From an optimization exercise on the open Yosys and OpenROAD flow, aimed at small area, a short achievable clock period and few clock cycles per item; shortcuts taken in it are not production practice. The RTL was checked by simulation tests, not by an equivalence proof against the original design. Power figures rest on the tool's default switching activity, not on a simulated workload.

**design.v**
```verilog
module pipelined_prime_sieve #(
	parameter int VALUE_BITS = 16,
	parameter int NUM_STAGES = 64
) (
	input  logic                  clk,
	input  logic                  arst_n,
	input  logic                  in_valid,
	output logic                  in_ready,
	input  logic [VALUE_BITS-1:0] in_candidate,
	output logic                  out_valid,
	input  logic                  out_ready,
	output logic [VALUE_BITS-1:0] out_prime_value,
	output logic                  out_table_full
);
	localparam int W   = VALUE_BITS;
	localparam int P   = 8;                     
	localparam int G   = NUM_STAGES / P - 1;    
	localparam int R   = 3;                     
	localparam int CW  = $clog2(NUM_STAGES + 1);
	localparam int GW  = $clog2(G);
	localparam int NW  = 3;                     
	localparam int LW  = $clog2(P);
	localparam int SW  = $clog2(W);
	localparam int BW  = $clog2(W + 1);
	localparam int KW  = BW + 2;
	localparam int TB  = (G + 1) / 2;           
	function automatic logic [SW-1:0] ctz(input logic [W-1:0] c);
		ctz = '0;
		for (int i = W - 1; i >= 0; i--)
			if (c[i]) ctz = SW'(i);
	endfunction
	function automatic logic [BW-1:0] bitlen(input logic [W-1:0] c);
		bitlen = '0;
		for (int i = 0; i < W; i++)
			if (c[i]) bitlen = BW'(i + 1);
	endfunction
	function automatic logic [KW-1:0] sizekey(input logic [W-1:0] c);
		logic [BW-1:0] bl;
		logic [W+1:0]  x;
		bl = bitlen(c);
		x  = {c, 2'b00} >> (bl - 1'b1);
		sizekey = {bl, x[1:0]};
	endfunction
	function automatic logic [NW-1:0] iters(input logic [KW-1:0] kc, input logic [KW-1:0] kd);
		logic [BW+1:0] k;
		k = (BW+2)'(kc[KW-1:2]) + (BW+2)'(W) + (BW+2)'(kc[1:0] >= kd[1:0]) - (BW+2)'(kd[KW-1:2]);
		iters = NW'((1 << NW) - 1);
		for (int n = (1 << NW) - 2; n >= 1; n--)
			if (k <= (BW+2)'(n * R + W))
				iters = NW'(n);
	endfunction
	function automatic logic [W-1:0] enc(input logic [W-1:0] c);
		logic [SW-1:0] s;
		logic [W-1:0]  dp;
		s  = ctz(c);
		dp = c >> s;
		if (c[0])
			enc = c;
		else
			enc = ({W{1'b1}} << (W + 1 - s)) | (dp & {{(W-1){1'b1}}, 1'b0});
	endfunction
	logic          ib_v, ib_drop;
	logic [W-1:0]  ib_c;
	logic [KW-1:0] ib_key;
	logic          ib_p2;
	logic          p2v;
	logic [W-1:0]  p2m;
	logic [W-1:1]  head_dp [P];
	logic [SW-1:0] head_s [P];
	logic [P*W-1:0] ring [G];
	logic [KW-1:0] gbl [G];
	logic [KW-1:0] gbl_h;
	logic [GW-1:0] rot;
	logic          tapb;        
	logic          tapb_q;      
	logic [GW-1:0] gsel_q;      
	logic [NW-1:0] nitr;        
	logic [CW-1:0] used;
	logic          h_v, h_pass, h_done;
	logic [W-1:0]  h_c;
	logic [KW-1:0] h_key;
	logic [KW-1:0] h_gb;
	logic [W-1:0]  h_enc;
	logic          h_p2;
	logic          l_v, l_done, l_full;
	logic [W-1:0]  l_c;
	logic [KW-1:0] l_key;
	logic [KW-1:0] l_gb;
	logic          l_p2;
	logic [W-1:0]  l_enc;
	logic [G-1:0]  visited;
	logic          wrote;
	logic [NW-1:0] nit;
	logic [NW-1:0] it;
	logic          itv;
	logic          own_l;
	logic          ck_v;
	logic          ck_l;
	logic          selh;
	logic [W-1:0]  ls [P];
	logic [W-1:0]  lc [P];
	logic [P-1:0]  lb;
	logic [W-1:1]  dq [P];
	logic [W-1:1]  dfirst [P];
	logic          itd;         
	logic [W-1:0]  cs;
	logic [P-1:0]  mokn;
	logic [P-1:0]  mok;
	logic [P-1:0]  vmask;
	logic          out_v;
	logic [W-1:0]  out_val;
	logic          out_full;
	assign out_valid       = out_v;
	assign out_prime_value = out_val;
	assign out_table_full  = out_full;
	logic          full, lapneed;
	logic [G-1:0]  ne;
	logic          take, start_r, start_b, last_iter;
	logic          hit, hit_h, hit_l, miss_h, surv_h, surv_l, done_l, kill;
	logic          move;
	logic          out_free, emit_l, emit_h;
	logic [NW-1:0] nit_src;
	logic [P-1:0]  lane_hit;
	logic [P-1:0]  vmask_src;
	logic [GW:0]   tg;
	logic [LW-1:0] tl;
	logic          wr_en;
	logic          cm_v, cm_ring, cm_p2;
	logic [KW-1:0] cm_gb;
	logic [W-1:0]  cm_c;
	assign full    = (used >= CW'(NUM_STAGES));
	assign lapneed = (used >= CW'(P));
	always_comb
		for (int g = 0; g < G; g++)
			ne[g] = (CW'(P * (g + 1)) < used);
	assign take    = !itv && selh && !h_v && ib_v && !ib_drop;
	logic [GW-1:0] gsel;
	assign gsel    = tapb ? ((rot >= GW'(G - TB)) ? rot - GW'(G - TB) : rot + GW'(TB)) : rot;
	assign start_r = !itv && !take && l_v && !l_done && ne[gsel] && !visited[gsel];
	assign start_b = take || start_r;
	assign nit_src   = take ? ((used == '0) ? NW'(1) : iters(ib_key, gbl_h)) : nitr;
	assign last_iter = itv ? (it == nit - 1'b1) : (nit_src == NW'(1));
	assign hit    = ck_v && |lane_hit;
	assign hit_h  = hit && !ck_l;
	assign hit_l  = hit && ck_l;
	assign miss_h = ck_v && !ck_l && !hit;
	assign surv_h = miss_h && !lapneed;
	assign done_l = l_v && !l_done && !(itv && own_l) && !start_r
	                && ~|(ne & ~visited) && (full || wrote);
	assign surv_l = done_l && !hit_l;
	assign kill   = hit_l && start_r;
	assign move = lapneed && !l_v && h_v && !h_done
	              && (h_pass || (itv && !own_l && last_iter));
	assign out_free = !out_v || out_ready;
	assign emit_l   = out_free && ((l_v && l_done) || surv_l);
	assign emit_h   = out_free && ((h_v && h_done) || surv_h);
	assign in_ready = !ib_v || ib_drop || take;
	assign tg    = (GW + 1)'(used / CW'(P)) - 1'b1;
	assign tl    = LW'(used % CW'(P));
	assign wr_en = l_v && lapneed && !full && (tg == {1'b0, rot});
	always_comb begin
		for (int l = 0; l < P; l++) begin
			if (selh)
				vmask_src[l] = (CW'(l) < used);
			else
				vmask_src[l] = (CW'(P) + CW'(gsel) * CW'(P) + CW'(l) < used);
		end
	end
	logic          h_v_next, l_v_next;
	logic          ib_v_next, ib_drop_next;
	logic [W-1:0]  ib_c_next, l_c_next;
	logic          accept;
	assign accept       = in_valid && in_ready;
	assign ib_v_next    = accept || (ib_v && !ib_drop && !take);
	assign ib_drop_next = accept ? ((in_candidate < W'(2)) || (p2v && ~|(in_candidate & p2m))) : ib_drop;
	assign ib_c_next    = accept ? in_candidate : ib_c;
	assign h_v_next     = take || (h_v && !hit_h && !move && !emit_h);
	logic          h_v_pred, selh_next;
	assign h_v_pred     = take || (h_v && !move);
	assign selh_next    = !h_v_pred && ib_v_next && !ib_drop_next;
	assign l_v_next     = move || (l_v && !hit_l && !emit_l);
	assign l_c_next     = move ? h_c : l_c;
	logic [GW-1:0] ga2, gb2;
	logic [G-1:0]  need;
	logic          tapb_next, tapb_n2;
	logic [GW-1:0] gsel_next, gsel_n2;
	assign ga2 = (rot >= GW'(G - 2)) ? rot + GW'(2) - GW'(G) : rot + GW'(2);
	assign gb2 = (rot >= GW'(G - 2 - TB)) ? rot + GW'(TB + 2) - GW'(G) : rot + GW'(TB + 2);
	assign need    = ne & ~(move ? '0 : visited);
	assign tapb_n2 = !need[ga2] && need[gb2];
	assign gsel_n2 = tapb_n2 ? gb2 : ga2;
	assign tapb_next = tapb_q;
	assign gsel_next = gsel_q;
	logic [W-1:1] hw_dp;
	assign hw_dp = W'((ib_c >> ctz(ib_c)) >> 1);
	logic itv_next;
	always_comb begin
		itv_next = itv;
		if (start_b)
			itv_next = !last_iter && !kill;
		else if (itv)
			itv_next = !last_iter;
	end
	for (genvar l = 0; l < P; l++) begin : g_lane
		logic [W-1:0] x;
		logic [W:0]   pre;
		logic [W-1:0] dpd, mask, mask_h, dp;
		logic [W-1:1] dsrc;
		logic [W-1:0] s, c;
		logic         b;
		logic [W+1:0] ka, xa, ya, sa, ca;
		assign x = tapb_next ? ring[TB + 1][l*W +: W] : ring[1][l*W +: W];
		always_comb begin
			pre[W] = 1'b1;
			for (int i = W - 1; i >= 1; i--)
				pre[i] = pre[i + 1] & x[i];
			pre[0] = 1'b0;
			dpd[0] = 1'b1;
			for (int i = 1; i < W; i++)
				dpd[i] = x[i] & (x[0] | ~pre[i + 1]);
			for (int j = 0; j < W; j++)
				mask[j] = ~x[0] & pre[W - j];
			for (int j = 0; j < W; j++)
				mask_h[j] = (SW'(j) < head_s[l]);
		end
		logic [W-1:1] head_dp_next;
		assign head_dp_next = (take && !lapneed && used[LW-1:0] == LW'(l)) ? hw_dp : head_dp[l];
		assign dsrc = dfirst[l];
		assign dp   = {itd ? dq[l] : dfirst[l], 1'b1};
		logic [W-1:0] dqp, dfp;
		assign dqp = {dq[l], 1'b1};
		assign dfp = {dfirst[l], 1'b1};
		always_comb begin
			logic [W-1:0] dd, u, v;
			logic e;
			logic [W-1:0] sa0, ca0, sb0, cb0;
			logic         ba0, bb0;
			e   = ls[l][1] ^ lc[l][1] ^ (ls[l][0] | lc[l][0]);
			dd  = lb[l] ? dqp : '0;
			u   = ls[l] ^ lc[l] ^ dd;
			v   = (ls[l] & lc[l]) | (ls[l] & dd) | (lc[l] & dd);
			sa0 = u >> 1;
			ca0 = v;
			ba0 = lb[l] ? (e ^ dqp[1]) : e;
			e   = cs[1] ^ cs[0];
			dd  = cs[0] ? dfp : '0;
			u   = cs ^ dd;
			v   = cs & dd;
			sb0 = u >> 1;
			cb0 = v;
			bb0 = cs[0] ? (e ^ dfp[1]) : e;
			s = itd ? sa0 : sb0;
			c = itd ? ca0 : cb0;
			b = itd ? ba0 : bb0;
			for (int k = 1; k < R; k++) begin
				e  = s[1] ^ c[1] ^ (s[0] | c[0]);
				dd = b ? dp : '0;
				u  = s ^ c ^ dd;
				v  = (s & c) | (s & dd) | (c & dd);
				s  = u >> 1;
				c  = v;
				b  = b ? (e ^ dp[1]) : e;
			end
		end
		always_ff @(posedge clk) begin
			ls[l]   <= s;
			lc[l]   <= c;
			lb[l]   <= b;
			dfirst[l] <= selh_next ? head_dp_next : dpd[W-1:1];
			mokn[l] <= ~|(l_c_next & mask);
			if (!itd) begin
				dq[l]    <= dsrc;
				mok[l]   <= selh ? ~|(cs & mask_h) : mokn[l];
				vmask[l] <= vmask_src[l];
			end
		end
		assign sa = {2'b0, ls[l]};
		assign ca = {2'b0, lc[l]};
		assign ka = ~{2'b0, dq[l], 1'b1};
		assign xa = sa ^ ca ^ ka;
		assign ya = ((sa & ca) | (sa & ka) | (ca & ka)) << 1;
		assign lane_hit[l] = vmask[l] & mok[l] & ((dq[l] == '0) | (&(xa ^ ya)));
	end
	always_ff @(posedge clk) begin
		for (int g = 0; g < G - 1; g++)
			ring[g] <= ring[g + 1];
		for (int l = 0; l < P; l++)
			ring[G - 1][l*W +: W] <= (wr_en && tl == LW'(l)) ? l_enc : ring[0][l*W +: W];
		if (cm_v && cm_ring)
			gbl[tg[GW-1:0]] <= cm_gb;
		if (cm_v && !cm_ring)
			gbl_h <= cm_gb;
		if (take && !lapneed) begin
			head_dp[used[LW-1:0]] <= hw_dp;
			head_s[used[LW-1:0]]  <= ctz(ib_c);
		end
	end
	always_ff @(posedge clk) begin
		selh <= selh_next;
		itd  <= itv_next;
		tapb   <= tapb_next;
		tapb_q <= tapb_n2;
		gsel_q <= gsel_n2;
		nitr   <= iters(move ? h_key : l_key,
		                (cm_v && cm_ring && tg[GW-1:0] == gsel_next) ? cm_gb : gbl[gsel_next]);
		cs   <= (!h_v_pred && ib_v_next && !ib_drop_next) ? ib_c_next : l_c_next;
		if (accept) begin
			ib_c   <= in_candidate;
			ib_p2  <= (in_candidate & (in_candidate - 1'b1)) == '0;
			ib_key <= sizekey(in_candidate);
		end
		if (take) begin
			h_c   <= ib_c;
			h_key <= ib_key;
			h_gb  <= ib_p2 ? {BW'(W), 2'b11} : {ib_key[KW-1:2] - BW'(ctz(ib_c)), ib_key[1:0]};
			h_enc <= enc(ib_c);
			h_p2  <= ib_p2;
		end
		if (move) begin
			l_c   <= h_c;
			l_key <= h_key;
			l_gb  <= h_gb;
			l_p2  <= h_p2;
			l_enc <= h_enc;
		end
		if (!l_done)
			l_full <= full;
		cm_ring <= l_v;
		cm_gb   <= l_v ? ((tl == '0 || l_gb < gbl[tg[GW-1:0]]) ? l_gb : gbl[tg[GW-1:0]])
		               : ((used == '0 || h_gb < gbl_h) ? h_gb : gbl_h);
		cm_p2   <= l_v ? l_p2 : h_p2;
		cm_c    <= l_v ? l_c : h_c;
		if (out_free) begin
			out_val  <= l_v ? l_c : h_c;
			out_full <= l_v && (l_done ? l_full : full);
		end
	end
	always_ff @(posedge clk or negedge arst_n) begin
		if (!arst_n) begin
			ib_v    <= 1'b0;
			ib_drop <= 1'b0;
			p2v     <= 1'b0;
			rot     <= '0;
			used    <= '0;
			h_v     <= 1'b0;
			h_pass  <= 1'b0;
			h_done  <= 1'b0;
			l_v     <= 1'b0;
			l_done  <= 1'b0;
			itv     <= 1'b0;
			ck_v    <= 1'b0;
			cm_v    <= 1'b0;
			out_v   <= 1'b0;
		end else begin
			ib_v    <= ib_v_next;
			ib_drop <= ib_drop_next;
			rot <= (rot == GW'(G - 1)) ? '0 : rot + 1'b1;
			itv <= itv_next;
			if (start_b) begin
				it    <= NW'(1);
				nit   <= nit_src;
				own_l <= !take;
			end else if (itv) begin
				it    <= it + 1'b1;
			end
			ck_v <= last_iter && (start_b || itv) && !kill;
			ck_l <= (start_b ? !take : own_l) || move;
			h_v <= h_v_next;
			if (take) begin
				h_pass <= 1'b0;
				h_done <= 1'b0;
			end else begin
				if (miss_h && lapneed)
					h_pass <= 1'b1;
				if (surv_h && !emit_h)
					h_done <= 1'b1;
			end
			l_v <= l_v_next;
			if (move) begin
				l_done  <= 1'b0;
				visited <= '0;
				wrote   <= 1'b0;
			end else begin
				if (surv_l && !emit_l)
					l_done <= 1'b1;
				if (start_r)
					visited[gsel] <= 1'b1;
				if (l_v && wr_en)
					wrote <= 1'b1;
			end
			cm_v <= (surv_l || surv_h) && !full;
			if (cm_v) begin
				used <= used + 1'b1;
				if (cm_p2) begin
					p2v <= 1'b1;
					p2m <= cm_c - 1'b1;
				end
			end
			if (out_free)
				out_v <= emit_l || emit_h;
		end
	end
endmodule
```
**run.sh**
```bash
#!/bin/bash
# synth_recipe.tcl (not shown) runs the flow's synth.tcl, then flattens the netlist and writes it again
# the make line also repeats each setting of config.mk as NAME=value (left out here)
make -C /OpenROAD-flow-scripts/flow DESIGN_CONFIG=/design/flow/config.mk WORK_HOME=/design/flow/orfs CLKGATE_MAP_FILE= SYNTH_SCRIPT=/design/flow/synth_recipe.tcl finish
```
**config.mk**
```make
export PLATFORM = sky130hd
export DESIGN_NAME = pipelined_prime_sieve
export DESIGN_NICKNAME = pipelined_prime_sieve
export VERILOG_FILES = /design/flow/design.v
export SDC_FILE = /design/flow/constraint.sdc
export NUM_CORES = 4
export LEC_CHECK = 0
export CAP_MARGIN = 20
export CORE_MARGIN = 2
export CORE_UTILIZATION = 45
export PLACE_DENSITY = 0.6
export SLEW_MARGIN = 20
```
**constraint.sdc**
```tcl
create_clock -name core_clock -period 4.0 [get_ports {clk}]
set_input_delay 0.8000 -clock core_clock [delete_from_list [all_inputs] [get_ports {clk}]]
set_output_delay 0.8000 -clock core_clock [all_outputs]
set_load 0.01 [all_outputs]
```
==> results of run 1 <==
-- metal layers --
metal	track usage (%)	vias to the layer above	part of all wire [%]
met5	0	-	0.0059
met4	8.13	2	3.5
met3	4.38	391	6.9
met2	36.5	1607	43
met1	36.4	24800	47
li1	-	22600	-
-- synth_stat cells (all sizes together) (39+ instances only) --
cell / count
fa: 451
nand2b: 56
and2: 250
o31ai: 45
o21ai: 235
xnor2: 177
a21o: 51
a21oi: 205
nor4: 80
a211oi: 39
nand2: 251
inv: 453
xor2: 48
clkbuf: 148
nor3: 72
ha: 269
nand3: 87
nor2b: 48
mux2i: 221
dfxtp: 1491
nor2: 422
edfxtp: 352
buf: 84
mux2: 489
-- flip-flops by register name, summed over array words and instances, names as in the netlist, 16 cells and up --
signal     count
cm_c          16
dfirst       120
l_c           16
head_s        32
head_dp      120
l_enc         16
out_val       16
dq           120
h_c           16
gbl           49
p2m           16
ib_c          16
g_lane.sa    120
lc           128
h_enc         16
ring         896
cs            16
-- worst max-delay path by stage --
stage	to	slack, ns	cells past startpoint
after CTS	nitr[0]$_SDFF_PP1_	0.11	21
after global routing	nitr[0]$_SDFF_PP1_	0.0004	20
final	nitr[0]$_SDFF_PP1_	0.25	20
after floorplan	nitr[0]$_SDFF_PP1_	0.004	20
after global placement	nitr[2]$_SDFF_PP0_	0.09	22
after detailed placement	nitr[0]$_SDFF_PP1_	0.13	21
-- final cells by class --
| class | instances | area share [%] |
|---|---|---|
| Sequential cell | 1865 | 45.6 |
| Multi-Input combinational cell | 3912 | 39.2 |
| Clock buffer | 252 | 5.98 |
| Tap cell | 2325 | 3.23 |
| Timing Repair Buffer | 277 | 2.59 |
| Inverter | 455 | 1.90 |
| Clock inverter | 103 | 1.50 |
| Antenna cell | 2 | 0.00557 |
-- placed cells by master (no fill, tap or decap), types with 218 or more instances in the layout --
cell	synthesis	layout
and2_1	249	249
buf_4	9	226
dfxtp_1	1491	1486
edfxtp_1	352	352
fa_1	451	450
ha_1	269	264
inv_1	446	444
mux2_2	485	485
mux2i_1	218	218
nand2_1	250	249
nor2_1	421	417
o21ai_0	226	223
-- worst max-delay path, delay by kind of cell (launching register included) --
family / cells / cell delay [ns]
adder cells (fa/ha/maj): 4 / 1.00
XOR/XNOR: 2 / 0.35
buffers and inverters: 4 / 0.46
AO/OA/AOI/OAI: 4 / 0.73
AND/OR/NAND/NOR: 6 / 0.68
flip-flops: 1 / 0.38
-- cells by family after synthesis --
family | after synthesis | share of synthesized area [%]
flops | 1865 | 52.0
simple gates | 1420 | 9.24
compound gates | 809 | 6.60
fa+ha+maj | 732 | 15.9
mux | 726 | 10.3
buf+inv | 687 | 3.43
xor+xnor | 225 | 2.50
-- stage by stage --
step,util [%],cell area [um2],cells,worst slack [ns]
3_5_place_dp,47.8,83100,8832,0.131
4_1_cts,51.6,89800,9187,0.114
2_1_floorplan,-,78800,6464,0.00403
3_3_place_gp,47.8,83100,8832,0.0915
6_report,51.7,89900,9191,0.253
5_1_grt,51.7,89900,9189,0.000389
-- power groups by stage --
stage	Combinational [mW]	Sequential (mW)	Clock, mW
final	0.160	19.1	18.7
after global routing	0.175	19.1	19.7
after CTS	0.160	19.1	19.0
after detailed placement	0.160	19.5	0
after global placement	0.160	19.5	0
after floorplan	0.0863	19.5	0
-- repair_timing --
| action | 4_1_cts | 5_1_grt |
|---|---|---|
| hold buffers | 0 | 0 |
| setup buffers | 0 | 2 |
| endpoints found under the setup margin | 0 | 3 |
| gates resized for setup | 0 | 27 |
==> metrics.csv, run 1 <==
stage,metric,value,unit
floorplan,Rows,153,
routing,via density per instance,5.38,
power_and_ir_drop,Sequential Power Share,50.3,%
placement,post-DP HPWL,160000,um
timing,slew margin rel.,18.3,%
power_and_ir_drop,Pwr Total,37.9,mW
power_and_ir_drop,Clock Power Share,49.3,%
worst_setup_path,Worst Setup SP,nit[0]$_DFFE_PP_,
timing,Min Hold Slack,0.134,ns
worst_setup_path,crit path capture type,flip-flop,
yosys,Unique masters post-synth,110,
yosys,synthesized instance count,6464,
routing,drt pass-1 iters,6,
yosys,post-synth top area cell,dfxtp_1,
routing,"antenna viol nets, final",0,
grt,gr usage total,24.7,%
yosys,top_reg_cell synth,dfxtp_1,
power_and_ir_drop,Switching Fraction,21.1,%
floorplan,Die Y,422,um
floorplan,Die W,422,um
timing,Final Hold Fails,0,
timing,Max Freq,267,MHz
yosys,"EDFF count, synth",352,
timing,setup violators final,0,
power_and_ir_drop,peak supply drop,386,uV
worst_setup_path,Critical R2R Capture,nitr[0]$_SDFF_PP1_,
power_and_ir_drop,Comb power frac,0.4,%
placement,PortBufs,38,
worst_setup_path,Crit path arrival time,4.45,ns
hold_path,Hold Crit Class,in2async,
clocking,CTS Root Cell,clkbuf_16,
timing,Setup Skew,0.0655,ns
floorplan,die area,178000,um2
routing,total wire length,221000,um
worst_setup_path,Crit path largest cell delay,0.38,ns
grt,largest net degree at the start of global routing,103,
routing,routed len/inst,24.0,um
layout,Seq. cell area,41000,um2
clocking,CTS tree,yes,
timing,Fin Setup TNS,0,ns
clocking,CTS sink count,1865,
layout,number of fill cells,15100,
job,max-cap viol count,0,
clocking,worst-skew pair later-pin latency,0.86,ns
grt,initial antenna violation count,7,
layout,synth-to-layout area growth,14.2,%
floorplan,initial cell density of the core,45.3,%
yosys,Post-synth ARST share,1.18,%
placement,gpl congestion,0.927,
outcome,run status,no timing/DRC/antenna violations,
routing,DR iter-0 viols,4425,
worst_setup_path,worst reg-to-reg path cell count,20,
worst_setup_path,CP Launch Type,flip-flop,
layout,ratio of cells with drive above 1 in the final layout,17.0,%
floorplan,Core Region,174000,um2
layout,final net count,7440,
yosys,Synth Net Count,7204,
yosys,Yosys warnings,6,
grt,grt ovf,0,
yosys,share of the synthesized area in the top cell type,37.9,%
timing,RSZ-0062 raised after global routing,false,
worst_setup_path,"Max FO, Critical Path",4,
grt,global-route wire length before repair,330000,um
power_and_ir_drop,Power per Cell Area,422,nW/um2
yosys,largest cells by area after synthesis,"dfxtp_1, edfxtp_1, fa_1",
power_and_ir_drop,cell-internal power,29.9,mW
timing,Slew @ Worst Pin,1.23,ns
layout,Multi-input gate area,35300,um2
clocking,Clock Pin Slew Worst Setup and Hold Paths,0.06,ns
yosys,Syn Area/Cell,12.2,um2
yosys,cell area after synthesis,78700,um2
timing,min Tclk post-route,3.75,ns
power_and_ir_drop,NetSw,8.02,mW
worst_setup_path,Critical Path RT,4.70,ns
clocking,H-tree depth,4,
routing,DRC,0,
worst_setup_path,critical path's slowest cell,edfxtp_1,
yosys,"Seq/Total Area, Yosys",52.0,%
clocking,total CTS buffers,189,
routing,vias post-DR,49400,
grt,vias in the first global route,50000,
worst_setup_path,Reg2Reg Launch Point,nit[0]$_DFFE_PP_,
timing,Tcrit/Tclk final,93.7,%
floorplan,I/O pin count,39,
worst_setup_path,crit-path cells,"inv_1, ha_4, xor2_1, nand4_1, o21a_4, nor2_8, nand2_1, nand2_1, inv_1, ha_1, nand2b_1, a21o_1, ha_4, fa_2, buf_4, xor2_2, buf_4, o21a_1, nor2_1, a22oi_1",
timing,final count of pins violating max slew,0,
power_and_ir_drop,leakage,37.2,nW
worst_setup_path,r2r setup slk,0.25,ns
clocking,Longest Clk Path Bufs,3,
yosys,Seq cells post-synth,1865,
worst_setup_path,WS Path Type,reg2reg,
Testbench counts, summed over its fixed seeds: cycles 22,337, items 6,467.
==> inputs of run 2 (changes only) <==
--- a/config.mk
+++ b/config.mk
@@ -9,4 +9,5 @@
 export CORE_MARGIN = 2
 export CORE_UTILIZATION = 45
 export PLACE_DENSITY = 0.6
+export SETUP_SLACK_MARGIN = 0.3
 export SLEW_MARGIN = 20
==> run 2 against run 1 <==
  * Maximum frequency is 0.32% lower
  * Die area stayed put
  * Cell count hardly changed
  * Non-clock buffer count is 3 lower
  * First-iteration DRC count is 7.0% higher
  * Synthesized cell count stayed put
  * Clock-buffer cell count is 1 higher
  * Clock skew is 0.031 ns lower
  * Total power is 0.83% lower
  * Register-to-register slack hardly changed
  * Wire length is 0.30% lower
==> metrics.csv, run 2 <==
stage,metric,value,unit,change
outcome,run status,no timing/DRC/antenna violations,,
grt,grt ovf,0,,unchanged
layout,most frequent cells in the layout,"dfxtp_1, mux2_2, fa_1",,
timing,slew margin rel.,22.7,%,+4.4 points
worst_setup_path,Critical Path RT,4.69,ns,about the same
clocking,CTS tree,yes,,
floorplan,initial cell density of the core,45.3,%,unchanged
worst_setup_path,Crit path largest cell delay,0.40,ns,+0.02 ns
layout,ratio of cells with drive above 1 in the final layout,17.1,%,+0.15 points
worst_setup_path,Crit path arrival time,4.44,ns,about the same
clocking,total CTS buffers,188,,-0.53%
placement,post-DP HPWL,159000,um,-0.63%
clocking,CTS sink count,1865,,unchanged
timing,Min Hold Slack,0.303,ns,+0.169 ns
power_and_ir_drop,leakage,37.1,nW,-0.27%
timing,Tcrit/Tclk final,94.0,%,+0.30 points
worst_setup_path,Critical R2R Capture,nitr[0]$_SDFF_PP1_,,
yosys,Syn Area/Cell,12.2,um2,unchanged
yosys,Post-synth ARST share,1.18,%,unchanged
worst_setup_path,crit-path cells,"inv_2, ha_4, xor2_2, nand4_1, o21a_4, nor2_8, inv_4, nand2_2, nand2_2, inv_2, ha_4, nand2b_4, a21o_1, ha_2, fa_2, a21oi_2, nor2_2, nor2_2, a21boi_2, a2111oi_2, a22oi_1",,
worst_setup_path,crit path capture type,flip-flop,,
hold_path,Hold Crit Class,reg2reg,,
layout,Final Util,51.6,%,-0.11 points
clocking,CTS Root Cell,clkbuf_16,,
routing,via density per instance,5.39,,+0.26%
worst_setup_path,Crit path max-delay family,compound AO/OA/AOI/OAI gates,,
placement,"worst slack, placed",0.124,ns,-0.00686 ns
grt,global-route wire length before repair,329000,um,-0.24%
floorplan,die area,178000,um2,unchanged
hold_path,WHS Path Cells,0,,
worst_setup_path,Reg2Reg Launch Point,nit[0]$_DFFE_PP_,,
routing,"antenna viol nets, final",0,,unchanged
yosys,cell area after synthesis,78700,um2,unchanged
layout,synth-to-layout area growth,14.0,%,
timing,Setup Skew,0.0349,ns,-0.0306 ns
routing,routed len/inst,23.9,um,-0.22%
yosys,top_reg_cell synth,dfxtp_1,,
grt,gr usage total,24.6,%,-0.089 points
timing,final count of pins violating max slew,0,,unchanged
yosys,post-synth top area cell,dfxtp_1,,
job,max-cap viol count,0,,unchanged
yosys,share of the synthesized area in the top cell type,37.9,%,unchanged
clocking,Clock Pin Slew Worst Setup and Hold Paths,0.06,ns,about the same
floorplan,Die W,422,um,unchanged
routing,total wire length,220000,um,-0.30%
clocking,worst-skew pair later-pin latency,0.84,ns,-0.02 ns
yosys,most frequent cell after synthesis,dfxtp_1,,
yosys,synthesized instance count,6464,,unchanged
worst_setup_path,r2r setup slk,0.24,ns,about the same
grt,largest net degree at the start of global routing,103,,unchanged
grt,vias in the first global route,49900,,-0.18%
layout,register bank with the most flops,ring,,
worst_setup_path,Buffers & Inverters on Critical Path,3,,-1
worst_setup_path,Worst Setup SP,nit[0]$_DFFE_PP_,,
layout,final net count,7436,,-0.054%
worst_setup_path,"Max FO, Critical Path",4,,unchanged
layout,post-route design area,89700,um2,-0.22%
routing,DR iter-0 viols,4734,,+7.0%
floorplan,I/O pin count,39,,unchanged
floorplan,Die Y,422,um,unchanged
worst_setup_path,worst reg-to-reg path cell count,21,,+5.0%
placement,Area after DPL,83000,um2,about the same
routing,DRC,0,,unchanged
yosys,synth cell count leaders,"dfxtp_1, mux2_2, fa_1",,
worst_setup_path,WS Path Type,reg2reg,,
worst_setup_path,CP Launch Type,flip-flop,,
timing,Slew @ Worst Pin,1.16,ns,-0.0666 ns
layout,"most common cell after layout, fill and taps aside",dfxtp_1,,
yosys,Unique masters post-synth,110,,unchanged
yosys,Seq cells post-synth,1865,,unchanged
grt,initial antenna violation count,16,,+9
timing,Final Hold Fails,0,,unchanged
power_and_ir_drop,peak supply drop,410,uV,+6.4%
placement,PortBufs,38,,unchanged
clocking,hold buffers post-CTS,0,,unchanged
placement,gpl congestion,0.937,,+1.1%
layout,max reg flops,896,,unchanged
floorplan,Rows,153,,unchanged
yosys,"Seq/Total Area, Yosys",52.0,%,unchanged
clocking,H-tree depth,4,,unchanged
timing,Max Freq,266,MHz,-0.32%
worst_setup_path,critical path's slowest cell,edfxtp_1,,
timing,min Tclk post-route,3.76,ns,+0.0121 ns
routing,drt pass-1 iters,6,,unchanged
floorplan,Core Region,174000,um2,unchanged
yosys,"EDFF count, synth",352,,unchanged
yosys,largest cells by area after synthesis,"dfxtp_1, edfxtp_1, fa_1",,
timing,post-route setup slack,0.241,ns,-0.0121 ns
yosys,Yosys warnings,6,,unchanged
hold_path,Hold EP,ring[3][107]$_DFF_P_,,
clocking,Longest Clk Path Bufs,3,,unchanged
power_and_ir_drop,Pwr Total,37.6,mW,-0.83%
timing,RSZ-0062 raised after global routing,true,,
routing,vias post-DR,49500,,+0.19%
power_and_ir_drop,Power per Cell Area,419,nW/um2,-0.61%
layout,Regs by FF count,"ring (896), lc (128)",,
hold_path,Hold Crit Start,ring[4][107]$_DFF_P_,,
timing,setup violators final,0,,unchanged
yosys,Synth Net Count,7204,,unchanged
## run 2: kinds of logic (layout without fill, tap and decap cells)
logic type | count (synthesis) | in the layout | share of synthesized area [%]
AOI/OAI and AO/OA | 809 | 809 | 6.60
xor gates and xnor gates | 225 | 225 | 2.50
adders and majority gates | 732 | 732 | 15.9
buffers and inverters | 687 | 1081 | 3.43
DFF | 1865 | 1865 | 52.0
muxes | 726 | 726 | 10.3
other | 0 | 1 | 0
and+or+nand+nor | 1420 | 1420 | 9.24
## run 2: worst max-delay path by stage
stage / endpoint / slack [ns] / depth (start not counted)
2_1_floorplan: nitr[0]$_SDFF_PP1_ / 0.07 / 24
3_3_place_gp: nitr[0]$_SDFF_PP1_ / 0.09 / 20
3_5_place_dp: nitr[0]$_SDFF_PP1_ / 0.12 / 20
4_1_cts: nitr[0]$_SDFF_PP1_ / 0.29 / 20
5_1_grt: nitr[0]$_SDFF_PP1_ / -0.03 / 21
6_report: nitr[0]$_SDFF_PP1_ / 0.24 / 21
## run 2: power by group
group / internal [mW] / switching (mW) / total (mW) / leakage [nW]
combinational: 0.0694 / 0.0889 / 0.158 / 18.7
clock: 10.6 / 7.81 / 18.4 / 3.18
sequential: 19.1 / 0.000675 / 19.1 / 15.2
total: 29.7 / 7.90 / 37.6 / 37.1
## run 2: repair_timing
action,4_1_cts,5_1_grt
hold endpoints to repair,0,0
setup endpoints to repair,5,12
pin swaps,6,17
resized for setup,6,22
buffers inserted,7,5
## run 2: layer usage
metal / share of wire (%) / vias to the layer above / track usage [%]
met2: 44 / 1611 / 37.4
li1: - / 22600 / -
met1: 46 / 24900 / 35.9
met4: 2.9 / 8 / 7.48
met3: 6.8 / 404 / 3.98
met5: 0.026 / - / 0
## run 2: stage by stage
stage / std cells / setup TNS [ns]
2_1_floorplan: 6464 / 0
4_1_cts: 9177 / 0
3_3_place_gp: 8817 / 0
6_report: 9184 / 0
5_1_grt: 9183 / -0.0300
3_5_place_dp: 8818 / 0
## run 2: layout make-up
cell class | instances | area (um2)
antenna | 1 | 2.50
clock buffer | 253 | 5290
clock inverter | 99 | 1220
fill | 15200 | 84100
inverter | 455 | 1720
multi-input combinational | 3912 | 35300
sequential | 1865 | 41000
tap | 2325 | 2910
timing repair buffer | 274 | 2310
==> inputs of run 3 (changes only) <==
--- a/config.mk
+++ b/config.mk
@@ -5,6 +5,7 @@
 export SDC_FILE = /design/flow/constraint.sdc
 export NUM_CORES = 4
 export LEC_CHECK = 0
+export ABC_AREA = 1
 export CAP_MARGIN = 20
 export CORE_MARGIN = 2
 export CORE_UTILIZATION = 45
==> run 3 against run 2 <==
  * Clock power barely moved
  * Sequential power rose by 38%
  * Clock skew rose by 0.030 ns
  * Clock-buffer cell count rose by 16
  * Cell count rose by 21%
  * Utilization fell by 0.066 points
  * Critical path depth rose by 2
  * Maximum frequency rose by 3.2%
  * Synthesized cell count rose by 30%
  * Die area rose by 1.0%
  * Flip-flop and latch count did not move
  * First-iteration DRC count rose by 11%
  * Largest power group is now combinational logic
==> metrics.csv, run 3 <==
stage,metric,value,unit,change
routing,total wire length,224000,um,+2.1%
yosys,Unique masters post-synth,70,,-36%
worst_setup_path,Reg2Reg Launch Point,nit[0]$_DFFE_PP_,,
clocking,Longest Clk Path Bufs,3,,unchanged
layout,synth-to-layout area growth,14.0,%,about the same
power_and_ir_drop,leakage,42.1,nW,+14%
timing,min Tclk post-route,3.64,ns,-0.118 ns
clocking,CTS sink count,1865,,unchanged
timing,RSZ-0062 raised after global routing,true,,
layout,register bank with the most flops,ring,,
layout,final net count,9383,,+26%
worst_setup_path,CP Launch Type,flip-flop,,
clocking,CTS tree,yes,,
placement,PortBufs,38,,unchanged
placement,gpl congestion,0.948,,+1.2%
layout,max reg flops,896,,unchanged
yosys,largest cells by area after synthesis,"dfxtp_1, edfxtp_1, fa_1",,
worst_setup_path,Critical R2R Capture,nitr[1]$_SDFF_PP0_,,
power_and_ir_drop,Sequential Power Share,33.2,%,-18 points
floorplan,Die W,424,um,+0.51%
clocking,Clock Pin Slew Worst Setup and Hold Paths,0.07,ns,about the same
layout,ratio of cells with drive above 1 in the final layout,8.78,%,-8.3 points
timing,final count of pins violating max slew,0,,unchanged
worst_setup_path,Crit path arrival time,4.35,ns,-0.09 ns
grt,vias in the first global route,55300,,+11%
worst_setup_path,Worst Setup SP,nit[0]$_DFFE_PP_,,
grt,global-route wire length before repair,338000,um,+2.8%
layout,"most common cell after layout, fill and taps aside",nand2_1,,
floorplan,I/O pin count,39,,unchanged
clocking,total CTS buffers,190,,+1.1%
power_and_ir_drop,cell-internal power,46.4,mW,+56%
yosys,synthesized instance count,8421,,+30%
floorplan,die area,180000,um2,+1.0%
routing,routed len/inst,20.1,um,-16%
grt,largest net degree at the start of global routing,102,,-0.97%
yosys,Yosys warnings,6,,unchanged
yosys,Syn Area/Cell,9.44,um2,-22%
yosys,Synth Net Count,9161,,+27%
yosys,share of the synthesized area in the top cell type,37.5,%,-0.39 points
yosys,top_reg_cell synth,dfxtp_1,,
outcome,run status,no timing/DRC/antenna violations,,
clocking,H-tree depth,4,,unchanged
power_and_ir_drop,Clock Power Share,22.9,%,-26 points
worst_setup_path,crit path capture type,flip-flop,,
routing,vias post-DR,56900,,+15%
yosys,cell area after synthesis,79500,um2,+1.0%
timing,setup violators final,0,,unchanged
routing,via density per instance,5.10,,-5.4%
worst_setup_path,"Max FO, Critical Path",6,,+2
timing,Fin Setup TNS,0,ns,unchanged
power_and_ir_drop,NetSw,33.2,mW,+320%
routing,DRC,0,,unchanged
routing,drt pass-1 iters,6,,unchanged
yosys,most frequent cell after synthesis,nand2_1,,
power_and_ir_drop,Pwr Total,79.6,mW,+110%
timing,Setup Skew,0.0646,ns,+0.0297 ns
yosys,Seq cells post-synth,1865,,unchanged
job,max-cap viol count,0,,unchanged
placement,post-DP HPWL,165000,um,+3.7%
clocking,CTS Root Cell,clkbuf_16,,
layout,most frequent cells in the layout,"nand2_1, dfxtp_1, inv_1",,
grt,grt ovf,0,,unchanged
worst_setup_path,worst reg-to-reg path cell count,23,,+9.5%
yosys,"Seq/Total Area, Yosys",51.5,%,-0.53 points
yosys,synth cell count leaders,"nand2_1, dfxtp_1, inv_1",,
worst_setup_path,crit path capture,nitr[1]$_SDFF_PP0_,,
floorplan,Die Y,424,um,+0.51%
timing,Final Hold Fails,0,,unchanged
timing,Max Freq,275,MHz,+3.2%
yosys,Post-synth ARST share,1.18,%,unchanged
floorplan,Core Region,176000,um2,+1.2%
floorplan,Rows,154,,+0.65%
yosys,post-synth top area cell,dfxtp_1,,
layout,number of fill cells,16000,,+4.8%
worst_setup_path,WS Path Type,reg2reg,,
power_and_ir_drop,peak supply drop,626,uV,+53%
power_and_ir_drop,Comb power frac,43.9,%,+44 points
floorplan,initial cell density of the core,45.2,%,-0.080 points
worst_setup_path,r2r setup slk,0.36,ns,+0.12 ns
hold_path,Hold Crit Class,reg2reg,,
power_and_ir_drop,Power per Cell Area,877,nW/um2,+110%
timing,slew margin rel.,25.3,%,+2.5 points
timing,Slew @ Worst Pin,1.11,ns,-0.0498 ns
power_and_ir_drop,Switching Fraction,41.7,%,+21 points
grt,initial antenna violation count,8,,-8
timing,Tcrit/Tclk final,91.0,%,-2.9 points
routing,"antenna viol nets, final",0,,unchanged
routing,DR iter-0 viols,5235,,+11%
clocking,worst-skew pair later-pin latency,0.86,ns,+0.02 ns
grt,gr usage total,24.7,%,+0.13 points
layout,Regs by FF count,"ring (896), lc (128)",,
worst_setup_path,Critical Path RT,4.71,ns,+0.02 ns
yosys,"EDFF count, synth",352,,unchanged
-- run 3: cell types whose count changed after synthesis, moves of 45 or more --
cell	change
nand2_1	+2003
inv_1	+646
mux2_2	-485
o21ai_0	+272
and2_1	-249
mux2i_1	-171
nor2_1	+161
xnor2_1	-140
nand3_1	+88
o21a_1	+77
or2_2	+58
nand2b_1	-56
nor2b_1	-48
a21o_1	-45
-- run 3: layout make-up --
cell class                      count  area (um2)  share of cell area [%]
Tap cell                         2340        2930                    3.23
Clock inverter                     83        1130                    1.25
Antenna cell                        5        12.5                  0.0138
Sequential cell                  1865       41000                    45.2
Timing Repair Buffer              286        2450                    2.70
Clock buffer                      269        5430                    5.99
Inverter                         1116        4220                    4.65
Multi-Input combinational cell   5184       33500                    37.0
-- run 3: critical path: stages (launching register included) --
cell and delay [ns]:
edfxtp_1 0.40, inv_2 0.09, ha_4 0.20, xnor2_2 0.13, a211oi_2 0.20, nand2_1 0.12
o21ai_2 0.19, nand2_4 0.12, inv_4 0.09, buf_4 0.11, nand2_1 0.06, nand2_2 0.10
ha_4 0.22, ha_4 0.25, a21oi_2 0.14, nand2_2 0.07, a21o_1 0.19, a21oi_2 0.18
xnor2_2 0.10, nor2_2 0.16, inv_2 0.08, nor2_4 0.11, o21ai_1 0.09, o21a_1 0.11
-- run 3: what timing repair did --
action,4_1_cts,5_1_grt
pin swaps,2,25
setup buffers,2,10
setup endpoints to repair,2,130
resized for setup,3,60
hold buffers,0,0
-- run 3: logic make-up after synthesis --
kind of cell / after synthesis / share of synthesized area, %
mux: 47 / 0.592
compound gates: 1020 / 7.73
fa+ha+maj: 726 / 15.7
xor+xnor: 106 / 1.18
buf+inv: 1372 / 6.68
flops: 1865 / 51.5
simple gates: 3285 / 16.6
-- run 3: metal layers --
metal  vias up  GRT usage [%]  wire, um
li1      27100              -         -
met2      1825           38.9    101000
met1     27600           35.1    102000
met4         2           7.67      6640
met5         -              0        12
met3       354           3.68     14400
-- run 3: per-stage QoR --
stage	cells	setup slack (ns)	area (um2)	utilization [%]	hold WS [ns]
6_report	11100	0.358	90700	51.6	0.282
5_1_grt	11100	0.106	90700	51.5	0.291
4_1_cts	11100	0.294	90400	51.4	0.281
3_5_place_dp	10800	0.264	83800	47.6	0.312
3_3_place_gp	10800	-0.140	83800	47.6	0.310
2_1_floorplan	8421	-0.259	79600	-	0.310
-- run 3: power groups by stage --
| stage | registers, mW | clock network (mW) | logic [mW] |
|---|---|---|---|
| 5_1_grt | 26.7 | 19.3 | 39.6 |
| 3_5_place_dp | 26.8 | 0 | 34.4 |
| 4_1_cts | 26.4 | 18.5 | 34.6 |
| 3_3_place_gp | 26.7 | 0 | 33.4 |
| 6_report | 26.4 | 18.3 | 34.9 |
| 2_1_floorplan | 25.6 | 0 | 23.1 |
-- run 3: worst min path at each step --
stage | from | end | slack [ns] | cells past startpoint
floorplan | ring[2][0]$_DFF_P_ | ring[1][0]$_DFF_P_ | 0.31 | 0
global placement | ring[2][126]$_DFF_P_ | ring[1][126]$_DFF_P_ | 0.31 | 0
detailed placement | ring[2][90]$_DFF_P_ | ring[1][90]$_DFF_P_ | 0.31 | 0
CTS | ring[6][89]$_DFF_P_ | ring[5][89]$_DFF_P_ | 0.28 | 0
global route | ring[6][89]$_DFF_P_ | ring[5][89]$_DFF_P_ | 0.29 | 0
finish | ring[6][89]$_DFF_P_ | ring[5][89]$_DFF_P_ | 0.28 | 0
==> inputs of run 4 (changes only) <==
==> config.mk (replaced) <==
export PLATFORM = sky130hd
export DESIGN_NAME = pipelined_prime_sieve
export DESIGN_NICKNAME = pipelined_prime_sieve
export VERILOG_FILES = /design/flow/design.v
export SDC_FILE = /design/flow/constraint.sdc
export NUM_CORES = 4
export LEC_CHECK = 0
export CAP_MARGIN = 20
export CORE_MARGIN = 2
export CORE_UTILIZATION = 50
export PLACE_DENSITY = 0.7
export SLEW_MARGIN = 20
==> run 4 against run 3 <==
  * Maximum frequency is 5.0% lower
  * Still clean
  * Flip-flop and latch count stayed put
  * Sequential share of layout area rose by 0.96 points
  * Synthesized area down 1.0%
  * Critical path type unchanged
  * Setup slack worse by 0.19 ns
  * Register-to-register slack lost 0.19 ns
  * Sequential power shrank 28%
  * Total power decreased by 54%
  * Critical path depth decreased by 3
==> metrics.csv, run 4 <==
stage,metric,value,unit,change
timing,Fin Setup TNS,0,ns,unchanged
yosys,synthesized instance count,6464,,-23%
hold_path,Hold Crit Start,ring[3][53]$_DFF_P_,,
routing,routed len/inst,24.0,um,+19%
yosys,post-synth top area cell,dfxtp_1,,
placement,post-DP HPWL,152000,um,-7.6%
floorplan,I/O pin count,39,,unchanged
worst_setup_path,critical path's slowest cell,fa_2,,
worst_setup_path,Critical Path RT,4.68,ns,-0.03 ns
clocking,CTS tree,yes,,
layout,synth-to-layout area growth,12.8,%,
layout,final net count,7404,,-21%
worst_setup_path,WS Path Type,reg2reg,,
grt,global-route wire length before repair,320000,um,-5.2%
hold_path,Hold EP,ring[2][53]$_DFF_P_,,
grt,initial antenna violation count,4,,-4
layout,Regs by FF count,"ring (896), lc (128)",,
power_and_ir_drop,Pwr Total,36.8,mW,-54%
worst_setup_path,Buffers & Inverters on Critical Path,3,,-1
timing,Final Hold Fails,0,,unchanged
yosys,"EDFF count, synth",352,,unchanged
power_and_ir_drop,Power per Cell Area,415,nW/um2,-53%
clocking,CTS Root Cell,clkbuf_16,,
grt,gr usage total,26.4,%,+1.7 points
timing,Slew @ Worst Pin,1.26,ns,+0.146 ns
yosys,synth cell count leaders,"dfxtp_1, mux2_2, fa_1",,
floorplan,Die Y,401,um,-5.6%
yosys,Post-synth ARST share,1.18,%,unchanged
power_and_ir_drop,leakage,36.8,nW,-13%
worst_setup_path,worst reg-to-reg path cell count,20,,-13%
yosys,most frequent cell after synthesis,dfxtp_1,,
layout,"most common cell after layout, fill and taps aside",dfxtp_1,,
routing,vias post-DR,49900,,-12%
timing,Setup Skew,0.0476,ns,-0.0170 ns
layout,ratio of cells with drive above 1 in the final layout,16.4,%,+7.6 points
routing,total wire length,213000,um,-5.2%
outcome,run status,no timing/DRC/antenna violations,,
worst_setup_path,Crit path max-delay family,adder cells,,
worst_setup_path,r2r setup slk,0.17,ns,-0.19 ns
grt,vias in the first global route,50300,,-9.0%
floorplan,die area,161000,um2,-11%
worst_setup_path,Crit path largest cell delay,0.42,ns,+0.02 ns
yosys,Syn Area/Cell,12.2,um2,+29%
worst_setup_path,crit path capture type,flip-flop,,
layout,register bank with the most flops,ring,,
timing,slew margin rel.,16.0,%,-9.3 points
yosys,cell area after synthesis,78700,um2,-1.0%
yosys,share of the synthesized area in the top cell type,37.9,%,+0.39 points
grt,largest net degree at the start of global routing,103,,+0.98%
yosys,Unique masters post-synth,110,,+57%
clocking,Clock Pin Slew Worst Setup and Hold Paths,0.06,ns,about the same
timing,Max Freq,261,MHz,-5.0%
floorplan,Core Region,156000,um2,-11%
placement,PortBufs,38,,unchanged
power_and_ir_drop,peak supply drop,443,uV,-29%
yosys,largest cells by area after synthesis,"dfxtp_1, edfxtp_1, fa_1",,
job,max-cap viol count,0,,unchanged
layout,most frequent cells in the layout,"dfxtp_1, mux2_2, fa_1",,
worst_setup_path,Critical R2R Capture,nitr[0]$_SDFF_PP1_,,
routing,DRC,0,,unchanged
timing,Tcrit/Tclk final,95.8,%,+4.8 points
timing,setup violators final,0,,unchanged
yosys,Yosys warnings,6,,unchanged
worst_setup_path,Crit path arrival time,4.51,ns,+0.16 ns
worst_setup_path,Reg2Reg Launch Point,nit[0]$_DFFE_PP_,,
yosys,Synth Net Count,7204,,-21%
floorplan,Die W,401,um,-5.6%
routing,drt pass-1 iters,6,,unchanged
floorplan,initial cell density of the core,50.4,%,+5.2 points
clocking,worst-skew pair later-pin latency,0.81,ns,-0.05 ns
timing,final count of pins violating max slew,0,,unchanged
hold_path,Hold Crit Class,reg2reg,,
worst_setup_path,CP Launch Type,flip-flop,,
worst_setup_path,"Max FO, Critical Path",6,,unchanged
yosys,Seq cells post-synth,1865,,unchanged
layout,number of fill cells,12500,,-22%
hold_path,WHS Path Cells,0,,unchanged
yosys,"Seq/Total Area, Yosys",52.0,%,+0.53 points
floorplan,Rows,145,,-5.8%
clocking,total CTS buffers,182,,-4.2%
routing,DR iter-0 viols,4966,,-5.1%
clocking,CTS sink count,1865,,unchanged
grt,grt ovf,0,,unchanged
timing,min Tclk post-route,3.83,ns,+0.192 ns
clocking,Longest Clk Path Bufs,3,,unchanged
routing,via density per instance,5.62,,+10%
clocking,hold buffers post-CTS,0,,unchanged
routing,"antenna viol nets, final",0,,unchanged
placement,gpl congestion,0.918,,-3.1%
layout,max reg flops,896,,unchanged
yosys,top_reg_cell synth,dfxtp_1,,
clocking,H-tree depth,4,,unchanged
worst_setup_path,crit-path cells,"inv_2, ha_4, xor2_2, nand4_1, o21a_2, nor2_8, inv_2, buf_4, nand2_1, nand2_1, ha_1, a21o_1, ha_2, fa_2, a21oi_1, nor2_1, nor2_2, a21boi_2, a2111oi_2, a22oi_1",,
## run 4: where the power goes
| group | internal (mW) | total [mW] | switching, mW |
|---|---|---|---|
| clock network | 10.1 | 17.6 | 7.52 |
| registers | 19.1 | 19.1 | 0.000711 |
| logic | 0.0691 | 0.156 | 0.0865 |
| total | 29.2 | 36.8 | 7.61 |
## run 4: cell families (layout without fill, tap and decap cells)
| family | count (synthesis) | in the layout | synth area share, % |
|---|---|---|---|
| xor+xnor | 225 | 225 | 2.50 |
| flops | 1865 | 1865 | 52.0 |
| buf+inv | 687 | 1043 | 3.43 |
| other cells | 0 | 2 | 0 |
| mux | 726 | 726 | 10.3 |
| compound gates | 809 | 809 | 6.60 |
| simple gates | 1420 | 1420 | 9.24 |
| fa+ha+maj | 732 | 732 | 15.9 |
## run 4: cell type report
class | count | area (um2) | area share (%)
flip-flops and latches | 1865 | 41000 | 46.2
multi-input cells | 3912 | 35200 | 39.6
clock buffers | 256 | 5320 | 5.99
well taps | 2058 | 2570 | 2.90
repair buffers | 248 | 2120 | 2.39
inverters | 455 | 1710 | 1.93
clock inverters | 84 | 890 | 1.00
diodes | 2 | 5.00 | 0.00564
## run 4: how the worst max path moves through the flow
| stage | startpoint | end | slack (ns) | cells after the start |
|---|---|---|---|---|
| 3_3_place_gp | nit[0]$_DFFE_PP_ | nitr[0]$_SDFF_PP1_ | 0.18 | 20 |
| 5_1_grt | nit[0]$_DFFE_PP_ | nitr[0]$_SDFF_PP1_ | -0.03 | 20 |
| 6_report | nit[0]$_DFFE_PP_ | nitr[0]$_SDFF_PP1_ | 0.17 | 20 |
| 2_1_floorplan | used[3]$_DFFE_PN0P_ | nitr[0]$_SDFF_PP1_ | 0.004 | 20 |
| 3_5_place_dp | nit[0]$_DFFE_PP_ | nitr[0]$_SDFF_PP1_ | -0.02 | 20 |
| 4_1_cts | nit[0]$_DFFE_PP_ | nitr[0]$_SDFF_PP1_ | 0.003 | 20 |
## run 4: repair_timing
item / 4_1_cts / 5_1_grt
endpoints found under the hold margin: 0 / 0
buffers inserted: 0 / 1
gates resized for setup: 1 / 14
pin swaps: 0 / 5
endpoints found under the setup margin: 1 / 3
## run 4: metrics by stage
step                hold WS (ns)  utilization (%)  worst slack, ns  cells  instance area, um2
finish                     0.302             56.8            0.166   8880               88800
global route               0.311             56.8          -0.0304   8878               88800
CTS                        0.303             56.8          0.00265   8877               88700
detailed placement         0.312             52.8          -0.0235   8537               82500
global placement           0.310             52.8            0.176   8537               82500
floorplan                  0.310                -          0.00403   6464               78800
## run 4: routing by layer
metal / track usage [%] / up-vias / wire length [um]
met5: 0 / - / 12
met4: 8.82 / 2 / 7200
met3: 3.99 / 402 / 17000
met2: 40.6 / 1995 / 94900
met1: 38.2 / 25000 / 93700
li1: - / 22500 / -
==> inputs of run 5 (changes only) <==
--- a/design.v
+++ b/design.v
@@ -62,6 +62,7 @@
 	logic          ib_v, ib_drop;
 	logic [W-1:0]  ib_c;
 	logic [KW-1:0] ib_key;
+	logic [SW-1:0] ib_s;
 	logic          ib_p2;
 	logic          p2v;
 	logic [W-1:0]  p2m;
@@ -73,6 +74,7 @@
 	logic [GW-1:0] rot;
 	logic          tapb;        
 	logic          tapb_q;      
+	logic [P-1:0]  vm_r;        
 	logic [GW-1:0] gsel_q;      
 	logic [NW-1:0] nitr;        
 	logic [CW-1:0] used;
@@ -139,7 +141,10 @@
 	assign start_r = !itv && !take && l_v && !l_done && ne[gsel] && !visited[gsel];
 	assign start_b = take || start_r;
 	assign nit_src   = take ? ((used == '0) ? NW'(1) : iters(ib_key, gbl_h)) : nitr;
-	assign last_iter = itv ? (it == nit - 1'b1) : (nit_src == NW'(1));
+	logic lastq;       
+	logic first_last;  
+	assign first_last = take ? ((used == '0) || iters(ib_key, gbl_h) == NW'(1)) : (nitr == NW'(1));
+	assign last_iter  = itv ? lastq : first_last;
 	assign hit    = ck_v && |lane_hit;
 	assign hit_h  = hit && !ck_l;
 	assign hit_l  = hit && ck_l;
@@ -163,7 +168,7 @@
 			if (selh)
 				vmask_src[l] = (CW'(l) < used);
 			else
-				vmask_src[l] = (CW'(P) + CW'(gsel) * CW'(P) + CW'(l) < used);
+				vmask_src[l] = vm_r[l];
 		end
 	end
 	logic          h_v_next, l_v_next;
@@ -190,9 +195,17 @@
 	assign tapb_n2 = !need[ga2] && need[gb2];
 	assign gsel_n2 = tapb_n2 ? gb2 : ga2;
 	assign tapb_next = tapb_q;
+	logic [KW-1:0] gk_next;
+	assign gk_next = (cm_v && cm_ring && tg[GW-1:0] == gsel_q) ? cm_gb : gbl[gsel_q];
+	logic [CW-1:0] used_next;
+	logic [P-1:0]  vm_r_next;
+	assign used_next = used + CW'(cm_v);
+	always_comb
+		for (int l = 0; l < P; l++)
+			vm_r_next[l] = (CW'(P) + CW'(gsel_q) * CW'(P) + CW'(l) < used_next);
 	assign gsel_next = gsel_q;
 	logic [W-1:1] hw_dp;
-	assign hw_dp = W'((ib_c >> ctz(ib_c)) >> 1);
+	assign hw_dp = W'((ib_c >> ib_s) >> 1);
 	logic itv_next;
 	always_comb begin
 		itv_next = itv;
@@ -292,7 +305,7 @@
 			gbl_h <= cm_gb;
 		if (take && !lapneed) begin
 			head_dp[used[LW-1:0]] <= hw_dp;
-			head_s[used[LW-1:0]]  <= ctz(ib_c);
+			head_s[used[LW-1:0]]  <= ib_s;
 		end
 	end
 	always_ff @(posedge clk) begin
@@ -301,19 +314,21 @@
 		tapb   <= tapb_next;
 		tapb_q <= tapb_n2;
 		gsel_q <= gsel_n2;
-		nitr   <= iters(move ? h_key : l_key,
-		                (cm_v && cm_ring && tg[GW-1:0] == gsel_next) ? cm_gb : gbl[gsel_next]);
+		nitr   <= move ? iters(h_key, gk_next) : iters(l_key, gk_next);
+		vm_r   <= vm_r_next;
 		cs   <= (!h_v_pred && ib_v_next && !ib_drop_next) ? ib_c_next : l_c_next;
 		if (accept) begin
 			ib_c   <= in_candidate;
 			ib_p2  <= (in_candidate & (in_candidate - 1'b1)) == '0;
 			ib_key <= sizekey(in_candidate);
+			ib_s   <= ctz(in_candidate);
 		end
 		if (take) begin
 			h_c   <= ib_c;
 			h_key <= ib_key;
-			h_gb  <= ib_p2 ? {BW'(W), 2'b11} : {ib_key[KW-1:2] - BW'(ctz(ib_c)), ib_key[1:0]};
-			h_enc <= enc(ib_c);
+			h_gb  <= ib_p2 ? {BW'(W), 2'b11} : {ib_key[KW-1:2] - BW'(ib_s), ib_key[1:0]};
+			h_enc <= ib_c[0] ? ib_c
+			         : ({W{1'b1}} << (W + 1 - ib_s)) | (W'(ib_c >> ib_s) & {{(W-1){1'b1}}, 1'b0});
 			h_p2  <= ib_p2;
 		end
 		if (move) begin
@@ -348,6 +363,7 @@
 			l_v     <= 1'b0;
 			l_done  <= 1'b0;
 			itv     <= 1'b0;
+			lastq   <= 1'b0;
 			ck_v    <= 1'b0;
 			cm_v    <= 1'b0;
 			out_v   <= 1'b0;
@@ -364,6 +380,7 @@
 				it    <= it + 1'b1;
 			end
 			ck_v <= last_iter && (start_b || itv) && !kill;
+			lastq <= start_b ? (nit_src == NW'(2)) : (it + NW'(2) == nit);
 			ck_l <= (start_b ? !take : own_l) || move;
 			h_v <= h_v_next;
 			if (take) begin
--- a/config.mk
+++ b/config.mk
@@ -7,6 +7,6 @@
 export LEC_CHECK = 0
 export CAP_MARGIN = 20
 export CORE_MARGIN = 2
-export CORE_UTILIZATION = 50
-export PLACE_DENSITY = 0.7
+export CORE_UTILIZATION = 45
+export PLACE_DENSITY = 0.6
 export SLEW_MARGIN = 20
==> run 5 against run 4 <==
  * Now fails the layout checks on negative setup slack
  * Hold slack better by 0.0039 ns
  * Clock skew is 0.015 ns higher
  * Sequential share of layout area is 0.98 points lower
  * Die area is 13% higher
  * Maximum frequency is 4.6% lower
  * Cell count is 6.3% higher
  * Critical path depth is 1 lower
  * Synthesized area is 1.6% higher
  * Via count is 1.4% higher
  * Global-route usage is 1.2 points lower
==> metrics.csv, run 5 <==
stage,metric,value,unit,change
outcome,run status,"complete, but fails checks",,
outcome,layout check fault list,negative setup slack,,
worst_setup_path,Buffers & Inverters on Critical Path,2,,-1
timing,Tcrit/Tclk final,101,%,+4.7 points
floorplan,Rows,154,,+6.2%
hold_path,Hold EP,ring[2][92]$_DFF_P_,,
layout,post-route design area,91600,um2,+3.1%
timing,final count of pins violating max slew,0,,unchanged
yosys,Synth Area in XOR/XNOR,2.52,%,+0.013 points
floorplan,die area,181000,um2,+13%
grt,initial antenna violation count,11,,+7
timing,RSZ-0062 raised after global routing,true,,
placement,Area after DPL,84700,um2,+2.6%
hold_path,Hold Crit Class,reg2reg,,
clocking,CTS tree,yes,,
grt,vias in the first global route,50800,,+1.1%
worst_setup_path,critical path's slowest cell,or3b_4,,
yosys,post-synthesis compound-gate area fraction,6.68,%,+0.081 points
worst_setup_path,Reg2Reg Launch Point,used[3]$_DFFE_PN0P_,,
clocking,H-tree depth,4,,unchanged
hold_path,Hold Crit Start,ring[3][92]$_DFF_P_,,
yosys,Syn Area/Cell,12.0,um2,-1.5%
timing,post-route setup slack,-0.0206,ns,-0.187 ns
yosys,Synth Net Count,7419,,+3.0%
grt,largest net degree at the start of global routing,128,,+24%
worst_setup_path,WS Path Type,reg2reg,,
worst_setup_path,Critical R2R Capture,nitr[0]$_DFF_P_,,
floorplan,I/O pin count,39,,unchanged
yosys,Seq cells post-synth,1878,,+0.70%
layout,register bank with the most flops,ring,,
routing,vias post-DR,50600,,+1.4%
clocking,Clock Pin Slew Worst Setup and Hold Paths,0.06,ns,about the same
job,max-cap viol count,0,,unchanged
worst_setup_path,crit-path cells,"clkinvlp_4, ha_4, xor2_4, xnor2_1, nand4_1, buf_6, a21oi_4, ha_4, nand2b_4, a21o_1, ha_4, fa_2, a21oi_2, nor2_1, nor2_1, xnor2_1, or3b_4, a221oi_2, o31ai_1",,
yosys,post-synth top area cell,dfxtp_1,,
power_and_ir_drop,leakage,38.3,nW,+3.9%
yosys,Yosys warnings,6,,unchanged
yosys,largest family of logic cells by synthesized area,adder cells,,
power_and_ir_drop,Power per Cell Area,417,nW/um2,+0.49%
routing,via density per instance,5.36,,-4.6%
worst_setup_path,crit path capture type,flip-flop,,
yosys,most frequent cell after synthesis,dfxtp_1,,
yosys,"Seq/Total Area, Yosys",51.7,%,-0.33 points
timing,Slew @ Worst Pin,1.06,ns,-0.194 ns
yosys,largest cells by area after synthesis,"dfxtp_1, edfxtp_1, fa_1",,
worst_setup_path,"Max FO, Critical Path",5,,-1
routing,drt pass-1 iters,6,,unchanged
worst_setup_path,Crit path arrival time,4.72,ns,+0.21 ns
worst_setup_path,CP Launch Type,flip-flop,,
yosys,Post-synth ARST share,1.22,%,+0.045 points
yosys,cell area after synthesis,79900,um2,+1.6%
clocking,CTS Root Cell,clkbuf_16,,
floorplan,Die Y,426,um,+6.2%
yosys,Synth Area in Simple Gates,9.30,%,+0.063 points
routing,routed len/inst,24.1,um,+0.76%
clocking,Longest Clk Path Bufs,3,,unchanged
worst_setup_path,Crit path largest cell delay,0.40,ns,-0.02 ns
grt,global-route wire length before repair,337000,um,+5.4%
timing,Max Freq,249,MHz,-4.6%
layout,"most common cell after layout, fill and taps aside",dfxtp_1,,
floorplan,Die W,426,um,+6.2%
routing,total wire length,228000,um,+7.1%
timing,slew margin rel.,29.2,%,+13 points
timing,setup violators final,1,,+1
yosys,"EDFF count, synth",363,,+3.1%
placement,gpl congestion,0.980,,+6.7%
hold_path,WHS Path Cells,0,,unchanged
grt,gr usage total,25.2,%,-1.2 points
yosys,post-synthesis mux area share,10.3,%,+0.034 points
layout,max reg flops,896,,unchanged
grt,grt ovf,0,,unchanged
yosys,synth cell count leaders,"dfxtp_1, nor2_1, inv_1, mux2_2, fa_1",,
yosys,top_reg_cell synth,dfxtp_1,,
worst_setup_path,Crit path max-delay family,adder cells,,
clocking,worst-skew pair later-pin latency,0.84,ns,+0.03 ns
timing,Setup Skew,0.0627,ns,+0.0151 ns
layout,ratio of cells with drive above 1 in the final layout,17.1,%,+0.70 points
layout,Regs by FF count,"ring (896), lc (128)",,
worst_setup_path,Critical Path RT,4.70,ns,+0.02 ns
layout,final net count,7688,,+3.8%
yosys,Unique masters post-synth,108,,-1.8%
layout,synth-to-layout area growth,14.5,%,
timing,Final Hold Fails,0,,unchanged
yosys,synthesized instance count,6667,,+3.1%
placement,PortBufs,38,,unchanged
worst_setup_path,r2r setup slk,-0.02,ns,-0.19 ns
power_and_ir_drop,peak supply drop,470,uV,+6.1%
clocking,CTS sink count,1878,,+0.70%
floorplan,Core Region,176000,um2,+13%
worst_setup_path,worst reg-to-reg path cell count,19,,-5.0%
clocking,total CTS buffers,188,,+3.3%
layout,most frequent cells in the layout,"dfxtp_1, nor2_1, mux2_2",,
routing,DR iter-0 viols,4934,,-0.64%
timing,min Tclk post-route,4.02,ns,+0.187 ns
placement,post-DP HPWL,168000,um,+10%
worst_setup_path,CP most frequent cell,ha_4,,
yosys,share of the synthesized area in the top cell type,37.4,%,-0.56 points
floorplan,initial cell density of the core,45.3,%,-5.0 points
placement,"worst slack, placed",-0.109,ns,-0.0853 ns
yosys,Adder-Cell Fraction of Synth Area,15.8,%,-0.073 points
routing,DRC,0,,unchanged
routing,"antenna viol nets, final",0,,unchanged
run 5: routing by layer:
layer | wire, um | vias to the layer above | GRT usage, %
li1 | - | 23300 | -
met1 | 106000 | 25200 | 36.8
met2 | 98100 | 1713 | 37.8
met3 | 16000 | 368 | 4.38
met4 | 8180 | 4 | 8.60
met5 | 25 | - | 0
run 5: metrics by stage:
stage                     TNS, ns  cells  hold WS, ns  power, mW  util, %
after global placement     -0.147   9077        0.310       20.1     48.0
final                     -0.0206   9441        0.305       38.1     51.9
after global routing       -0.247   9437        0.305       39.2     51.9
after detailed placement   -0.109   9077        0.312       20.1     48.0
after floorplan            -0.370   6667        0.310       19.9        -
after CTS                 -0.0199   9434        0.301       38.4     51.8
run 5: final cells by class:
type                            instances  area, um2
Fill cell                           15200      84700
Timing Repair Buffer                  336       2860
Inverter                              483       1820
Clock buffer                          260       5440
Clock inverter                         91       1190
Multi-Input combinational cell       4049      36000
Tap cell                             2340       2930
Sequential cell                      1878      41400
Antenna cell                            4       10.0
run 5: cell families (layout without fill, tap and decap cells):
family | count (synthesis) | count (layout)
XOR/XNOR | 228 | 228
buffers and inverters | 740 | 1170
multiplexers | 739 | 739
other | 0 | 4
AND/OR/NAND/NOR | 1481 | 1481
adder cells (fa/ha/maj) | 742 | 742
flip-flops | 1878 | 1878
AO/OA/AOI/OAI | 859 | 859
run 5: worst reg2reg max path: cells and delay by family (launching register included):
kind	cells	cell delay, ns
adder cells (fa/ha/maj)	4	0.97
AND/OR/NAND/NOR	5	0.87
AO/OA/AOI/OAI	5	0.83
XOR/XNOR	3	0.51
flip-flops	1	0.39
buffers and inverters	2	0.36
run 5: report_power, final:
| part | switching [mW] | total (mW) | leakage, nW | internal (mW) |
|---|---|---|---|---|
| sequential | 0.0320 | 19.3 | 15.7 | 19.3 |
| combinational | 0.247 | 0.376 | 19.4 | 0.129 |
| clock | 7.91 | 18.5 | 3.22 | 10.6 |
| total | 8.19 | 38.1 | 38.3 | 30.0 |
run 5: how the worst max path moves through the flow:
stage,start,end,slack (ns),depth (start not counted)
after floorplan,used[3]$_DFFE_PN0P_,nitr[0]$_DFF_P_,-0.37,22
after global placement,used[3]$_DFFE_PN0P_,nitr[0]$_DFF_P_,-0.15,20
after detailed placement,used[3]$_DFFE_PN0P_,nitr[0]$_DFF_P_,-0.11,20
after CTS,used[3]$_DFFE_PN0P_,nitr[0]$_DFF_P_,-0.02,19
after global routing,used[3]$_DFFE_PN0P_,nitr[0]$_DFF_P_,-0.24,20
final,used[3]$_DFFE_PN0P_,nitr[0]$_DFF_P_,-0.02,19
run 5: timing repair:
action,4_1_cts,5_1_grt
endpoints found under the setup margin,1,3
setup buffers,5,4
hold buffers,1,0
endpoints found under the hold margin,8,0
resized for setup,8,26
pin swaps,9,9
Testbench counts of run 5, summed over its fixed seeds: cycles 22,337, items 6,467.

what the ideal ports hide:
In the flow no input, the clock included, has a driving cell. The finished layouts below were timed again as built, in two steps.
Step 1: set_driving_cell puts a clkbuf_16 on clk and a buf_2 on each other input, an assumption about the parent block.
Step 2 adds t to the input delays and takes it off the output delays; t is the mean of the earliest and latest rising clock arrival at the registers after step 1. Input paths then give back, and output paths get back, about the clock's delay inside the block.
a / b / c = ideal / step 1 / step 2; a / b = the first two.
run	t (ns)	setup slack, ns	hold slack, ns	worst setup path after step 2
run 1	0.918	0.253 / 0.253 / 0.119	0.134 / 0.064 / 0.284	input to register
run 2	0.913	0.241 / 0.241 / 0.209	0.303 / 0.303 / 0.303	input to register
run 3	0.911	0.358 / 0.358 / 0.264	0.282 / 0.282 / 0.282	input to register
run 4	0.883	0.166 / 0.166 / 0.166	0.302 / 0.302 / 0.302	register to register
run 5	0.908	-0.021 / -0.021 / -0.146	0.305 / 0.305 / 0.305	input to register
The setup slack of run 1, which loses most, moves by 0.000 ns with the drivers and by -0.134 ns with both steps.
